This is an optimization exercise on Yosys and OpenROAD, whose aim is small area, not a production implementation. At most, simulation tests tie the RTL to the original design; equivalence was not proved. Power and IR drop assume default switching activity.

== v6 ==
==> module active_list, before the edit <==
module active_list (
  input  logic        clk,
  input  logic        rst_n,
  input  logic        add_mapping,    
  input  logic [11:0] alloc_pair,     
  output logic [4:0]  alloc_tag,      
  input  logic        wb_valid,
  input  logic [36:0] wb_result,      
  input  logic        commit_ack,     
  input  logic        flush,
  output logic        commit_valid,
  output logic [37:0] commit,         
  output logic        restore_valid,  
  output logic [11:0] restore_pair,   
  output logic        flush_busy,
  output logic        dq_full         
);
  localparam int AW = $clog2(32);
  localparam int PW = 2 * 6;
  localparam int DW = 32;
  localparam int NS = 8;
  active_list_pkg::wb_result_t wb_res;
  assign wb_res = active_list_pkg::wb_result_t'(wb_result);
  logic [PW-1:0]        pair_mem [32];  
  logic [AW:0]          head;                  
  logic [AW:0]          tail;                  
  logic                 walking;               
  logic                 list_empty;
  logic                 alloc_accept;
  logic                 wb_write;
  logic                 retire;
  logic                 walk_step;
  logic [AW-1:0]        rd_index;              
  logic [PW-1:0]        rd_pair;
  logic [DW-1:0]        slot_data [NS];        
  logic [AW-1:0]        slot_tag  [NS];        
  logic [NS-1:0]        slot_busy;             
  logic [NS-1:0]        slot_free;             
  logic [NS-1:0]        hit;                   
  logic [DW-1:0]        head_data;
  assign list_empty   = (head == tail);
  assign dq_full      = &slot_busy;
  assign flush_busy   = walking;
  assign alloc_accept = add_mapping && !walking;
  assign wb_write     = wb_valid && !walking && !dq_full;
  assign walk_step    = walking && !list_empty;
  assign alloc_tag     = tail[AW-1:0];
  assign restore_valid = walk_step;
  always_comb begin
    head_data = '0;
    for (int i = 0; i < NS; i++) begin
      hit[i]    = slot_busy[i] && (slot_tag[i] == head[AW-1:0]);
      head_data = head_data | ({DW{hit[i]}} & slot_data[i]);
    end
  end
  assign commit_valid = !list_empty && !walking && (|hit);
  assign retire       = commit_ack && commit_valid;
  assign rd_index = walking ? (tail[AW-1:0] - 1'b1) : head[AW-1:0];
  always_comb begin
    rd_pair = '0;
    for (int i = 0; i < 32; i++) begin
      rd_pair = rd_pair | ({PW{rd_index == AW'(i)}} & pair_mem[i]);
    end
  end
  assign restore_pair = rd_pair;
  assign commit       = {rd_pair[6-1:0], head_data};
  always_comb begin
    logic below_busy;
    below_busy = 1'b1;
    for (int i = 0; i < NS; i++) begin
      slot_free[i] = below_busy && !slot_busy[i];
      below_busy   = below_busy && slot_busy[i];
    end
  end
  always_ff @(posedge clk or negedge rst_n) begin
    if (!rst_n) begin
      head      <= '0;
      tail      <= '0;
      walking   <= 1'b0;
      slot_busy <= '0;
    end else begin
      if (retire) begin
        head <= head + 1'b1;
      end
      if (walk_step) begin
        tail <= tail - 1'b1;
      end else if (alloc_accept) begin
        tail <= tail + 1'b1;
      end
      if (!walking) begin
        walking <= flush;
      end else if (list_empty) begin
        walking <= 1'b0;
      end
      if (flush && !walking) begin
        slot_busy <= '0;  
      end else begin
        for (int i = 0; i < NS; i++) begin
          if (wb_write && slot_free[i]) begin
            slot_busy[i] <= 1'b1;
          end else if (retire && hit[i]) begin
            slot_busy[i] <= 1'b0;
          end
        end
      end
    end
  end
  always_ff @(posedge clk) begin
    if (alloc_accept) begin
      pair_mem[tail[AW-1:0]] <= alloc_pair;
    end
    for (int i = 0; i < NS; i++) begin
      if (wb_write && slot_free[i]) begin
        slot_data[i] <= wb_res.data;
        slot_tag[i]  <= wb_res.tag;
      end
    end
  end
endmodule
export LEC_CHECK = 0
export CAP_MARGIN = 0
export CORE_MARGIN = 2
export CORE_UTILIZATION = 70
export PLACE_DENSITY = 0.85
export SLEW_MARGIN = 0
create_clock -name core_clock -period 7.5 [get_ports {clk}]
standard.sh (not shown) runs the stock make flow with config.mk's settings and CLKGATE_MAP_FILE= SYNTH_SCRIPT=/design/flow/synth_recipe.tcl, a recipe that flattens the netlist after the stock synthesis.
==> flow/flow/run.sh <==
#!/bin/bash
# Own flow: the standard layout (standard.sh), with these changes:
#  - synthesis is the standard one except for the ABC script that maps the
#    combinational logic, which is flow/abc_area_map.script (area recovery
#    with &nf -R instead of the delay-driven default); registers, their
#    names and cell types are untouched, since dfflibmap runs before ABC
#  - port buffers use the smallest buffer, sky130_fd_sc_hd__buf_1
#  - clock tree synthesis clusters up to 16 flip-flops within 60 um under
#    each clkbuf_8 and inserts no dummy loads
# Each ORFS step writes its tool's full output to orfs/logs/; the whole
# make output also goes to standard.log in this folder.
set -euo pipefail
here=$(pwd)
rm -rf "$here/scripts_own"
cp -r "$FLOW_HOME/scripts" "$here/scripts_own"
cp "$here/flow/abc_area_map.script" "$here/scripts_own/abc_speed.script"
export SCRIPTS_DIR="$here/scripts_own"
export BUFFER_PORTS_ARGS="-buffer_cell sky130_fd_sc_hd__buf_1"
export CTS_ARGS="-sink_clustering_enable -repair_clock_nets -dont_use_dummy_load -sink_clustering_size 16 -sink_clustering_max_diameter 60 -buf_list {sky130_fd_sc_hd__clkbuf_8}"
bash standard.sh > standard.log 2>&1
==> flow/flow/abc_area_map.script <==
&get -n
&st
&syn3
&dch -f
&nf -R 2000 -p
&st
&syn3
&dch -f
&nf -R 2000 -p
&put
topo
dnsize -c
Input changes introduced in v7 (baseline for comparison: v6):
-- flow/design.v --
<<< v6, line 51
  logic                 retire;
  logic                 walk_step;
  logic [AW-1:0]        rd_index;              
  logic [PW-1:0]        rd_pair;
  logic [DW-1:0]        slot_data [NS];        
>>> v7, line 51
  logic                 retire;
  logic                 walk_step;
  logic [PW-1:0]        rd_pair;
  logic [DW-1:0]        slot_data [NS];        
<<< v6, line 76
  assign commit_valid = !list_empty && !walking && (|hit);
  assign retire       = commit_ack && commit_valid;
  assign rd_index = walking ? (tail[AW-1:0] - 1'b1) : head[AW-1:0];
  always_comb begin
    rd_pair = '0;
    for (int i = 0; i < 32; i++) begin
      rd_pair = rd_pair | ({PW{rd_index == AW'(i)}} & pair_mem[i]);
    end
  end
>>> v7, line 75
  assign commit_valid = !list_empty && !walking && (|hit);
  assign retire       = commit_ack && commit_valid;
  always_comb begin
    rd_pair = '0;
    for (int i = 0; i < 32; i++) begin
      rd_pair = rd_pair | ({PW{walking ? (tail[AW-1:0] == AW'((i + 1) % 32))
                                       : (head[AW-1:0] == AW'(i))}} & pair_mem[i]);
    end
  end
### Flow results
v7 reached the end of the flow, and the finished layout is clean on the timing, design-rule and antenna checks. v7 — count of clock-buffer cells in the layout about 4% higher, v6 as reference. Delta(synthesized instance count, v7 - v6) < 0. On v7: final non-filler cell area is about 0.7% higher than what v6 gave. v7 vs. v6: global routing met2 resource utilization rose by 10 points; complex-gate fraction of the synthesized area fell by 0.43 points. | met1 layer usage reported by global route | v7 vs v6 | 5.6 points higher |. When v7 is measured against v6, its area added between synthesis and finish turns out 1.1 points higher. Summary of v7 over v6: non-clock buffer total of the final layout moved up, parity-gate share of the synthesized area counting xor and xnor cells level.
Function not checked in v7: the RTL went through the layout flow alone.

========
== oak ==
The RTL this note starts from:
==> flow/design.v <==
`timescale 1ns/10ps
package active_list_pkg;
  typedef logic [$clog2(32)-1:0] al_index_t;
  typedef logic [$clog2(8)-1:0] dq_index_t;  
  typedef logic [6-1:0] reg_addr_t;  
  typedef logic [32-1:0] data_t;  
  typedef struct packed {
    reg_addr_t logical;   
    reg_addr_t physical;  
  } map_pair_t;
  typedef struct packed {
    al_index_t tag;   
    data_t     data;
  } wb_result_t;
  typedef struct packed {
    reg_addr_t physical;  
    data_t     data;      
  } commit_t;
endpackage
`timescale 1ns/10ps
module active_list (
  input  logic        clk,
  input  logic        rst_n,
  input  logic        add_mapping,    
  input  logic [11:0] alloc_pair,     
  output logic [4:0]  alloc_tag,      
  input  logic        wb_valid,
  input  logic [36:0] wb_result,      
  input  logic        commit_ack,     
  input  logic        flush,
  output logic        commit_valid,
  output logic [37:0] commit,         
  output logic        restore_valid,  
  output logic [11:0] restore_pair,   
  output logic        flush_busy,
  output logic        dq_full         
);
  localparam int AW = $clog2(32);
  localparam int PW = 2 * 6;
  localparam int DW = 32;
  localparam int NS = 8;
  active_list_pkg::wb_result_t wb_res;
  assign wb_res = active_list_pkg::wb_result_t'(wb_result);
  logic [PW-1:0]        pair_mem [32];  
  logic [AW:0]          head;                  
  logic [AW:0]          tail;                  
  logic                 walking;               
  logic                 list_empty;
  logic                 alloc_accept;
  logic                 wb_write;
  logic                 retire;
  logic                 walk_step;
  logic [PW-1:0]        rd_pair;
  logic [DW-1:0]        slot_data [NS];        
  logic [AW-1:0]        slot_tag  [NS];        
  logic [NS-1:0]        slot_busy;             
  logic [NS-1:0]        slot_free;             
  logic [NS-1:0]        hit;                   
  logic [DW-1:0]        head_data;
  assign list_empty   = (head == tail);
  assign dq_full      = &slot_busy;
  assign flush_busy   = walking;
  assign alloc_accept = add_mapping && !walking;
  assign wb_write     = wb_valid && !walking && !dq_full;
  assign walk_step    = walking && !list_empty;
  assign alloc_tag     = tail[AW-1:0];
  assign restore_valid = walk_step;
  always_comb begin
    head_data = '0;
    for (int i = 0; i < NS; i++) begin
      hit[i]    = slot_busy[i] && (slot_tag[i] == head[AW-1:0]);
      head_data = head_data | ({DW{hit[i]}} & slot_data[i]);
    end
  end
  assign commit_valid = !list_empty && !walking && (|hit);
  assign retire       = commit_ack && commit_valid;
  always_comb begin
    rd_pair = '0;
    for (int i = 0; i < 32; i++) begin
      rd_pair = rd_pair | ({PW{walking ? (tail[AW-1:0] == AW'((i + 1) % 32))
                                       : (head[AW-1:0] == AW'(i))}} & pair_mem[i]);
    end
  end
  assign restore_pair = rd_pair;
  assign commit       = {rd_pair[6-1:0], head_data};
  always_comb begin
    logic below_busy;
    below_busy = 1'b1;
    for (int i = 0; i < NS; i++) begin
      slot_free[i] = below_busy && !slot_busy[i];
      below_busy   = below_busy && slot_busy[i];
    end
  end
  always_ff @(posedge clk or negedge rst_n) begin
    if (!rst_n) begin
      head      <= '0;
      tail      <= '0;
      walking   <= 1'b0;
      slot_busy <= '0;
    end else begin
      if (retire) begin
        head <= head + 1'b1;
      end
      if (walk_step) begin
        tail <= tail - 1'b1;
      end else if (alloc_accept) begin
        tail <= tail + 1'b1;
      end
      if (!walking) begin
        walking <= flush;
      end else if (list_empty) begin
        walking <= 1'b0;
      end
      if (flush && !walking) begin
        slot_busy <= '0;  
      end else begin
        for (int i = 0; i < NS; i++) begin
          if (wb_write && slot_free[i]) begin
            slot_busy[i] <= 1'b1;
          end else if (retire && hit[i]) begin
            slot_busy[i] <= 1'b0;
          end
        end
      end
    end
  end
  always_ff @(posedge clk) begin
    if (alloc_accept) begin
      pair_mem[tail[AW-1:0]] <= alloc_pair;
    end
    for (int i = 0; i < NS; i++) begin
      if (wb_write && slot_free[i]) begin
        slot_data[i] <= wb_res.data;
        slot_tag[i]  <= wb_res.tag;
      end
    end
  end
endmodule
clock: 7.5 ns
lec_check: 0
cap_margin: 0
core_margin: 2
core_utilization: 70
slew_margin: 0
Scripts as last shown in full above: flow/flow/run.sh, flow/flow/abc_area_map.script
Inputs modified between oak and pine:
--- a/flow/design.v
+++ b/flow/design.v
@@ -51,4 +51,5 @@
   logic                 retire;
   logic                 walk_step;
+  logic [AW-1:0]        rd_index;              
   logic [PW-1:0]        rd_pair;
   logic [DW-1:0]        slot_data [NS];        
@@ -75,9 +76,9 @@
   assign commit_valid = !list_empty && !walking && (|hit);
   assign retire       = commit_ack && commit_valid;
+  assign rd_index = walking ? (tail[AW-1:0] - 1'b1) : head[AW-1:0];
   always_comb begin
     rd_pair = '0;
     for (int i = 0; i < 32; i++) begin
-      rd_pair = rd_pair | ({PW{walking ? (tail[AW-1:0] == AW'((i + 1) % 32))
-                                       : (head[AW-1:0] == AW'(i))}} & pair_mem[i]);
+      rd_pair = rd_pair | ({PW{rd_index == AW'(i)}} & pair_mem[i]);
     end
   end
## What came out
Die outline width: oak vs pine — no meaningful difference
head[4] as the start point of the critical path was reported by oak, and tail[0] by pine.
Against oak, number of non-clock buffers in pine fell by a few percent.
In pine, the gate count after technology mapping came out 16 above the value in oak.
Depth of the CTS H-tree came out exactly the same in oak and pine.
As far as static leakage is concerned, pine and oak perform about the same.
Going from oak to pine, the combinational power share was found to have gone up by 4.0 points.
In the tables for oak and pine, hold slack reads lower with oak.
In the reports for oak and pine, the smaller area added between synthesis and finish belongs to pine.
[diff] overall routed net length, pine relative to oak: improvement
For oak, only the layout was checked, not whether the RTL still works.

## port drivers added, routing unchanged
The results above use ideal ports. As a check the final layouts listed here were re-extracted and re-timed, cells and wires unchanged. Step 1 (the two cells are an assumption about what drives the block):
set clk [get_ports {clk}]
set_driving_cell -lib_cell sky130_fd_sc_hd__clkbuf_16 $clk
set_driving_cell -lib_cell sky130_fd_sc_hd__buf_2 [delete_from_list [all_inputs] $clk]
Step 2 moves the port delays by t, midway between the first and last clock arrival at a register: inputs arrive t later, outputs are due t later. That takes back most of the time a late clock gives input paths. a / b / c = ideal / step 1 / step 2; a / b = the first two.
run	shift t [ns]	setup WS [ns]	clock arrival spread, ns
v6	0.691	1.378 / 1.327 / 2.018	0.054 / 0.054
v7	0.686	1.337 / 1.289 / 1.976	0.061 / 0.061
oak	0.683	1.782 / 1.726 / 2.410	0.064 / 0.065
pine	0.688	1.496 / 1.444 / 2.131	0.054 / 0.055
After both steps every run listed still meets setup and hold.
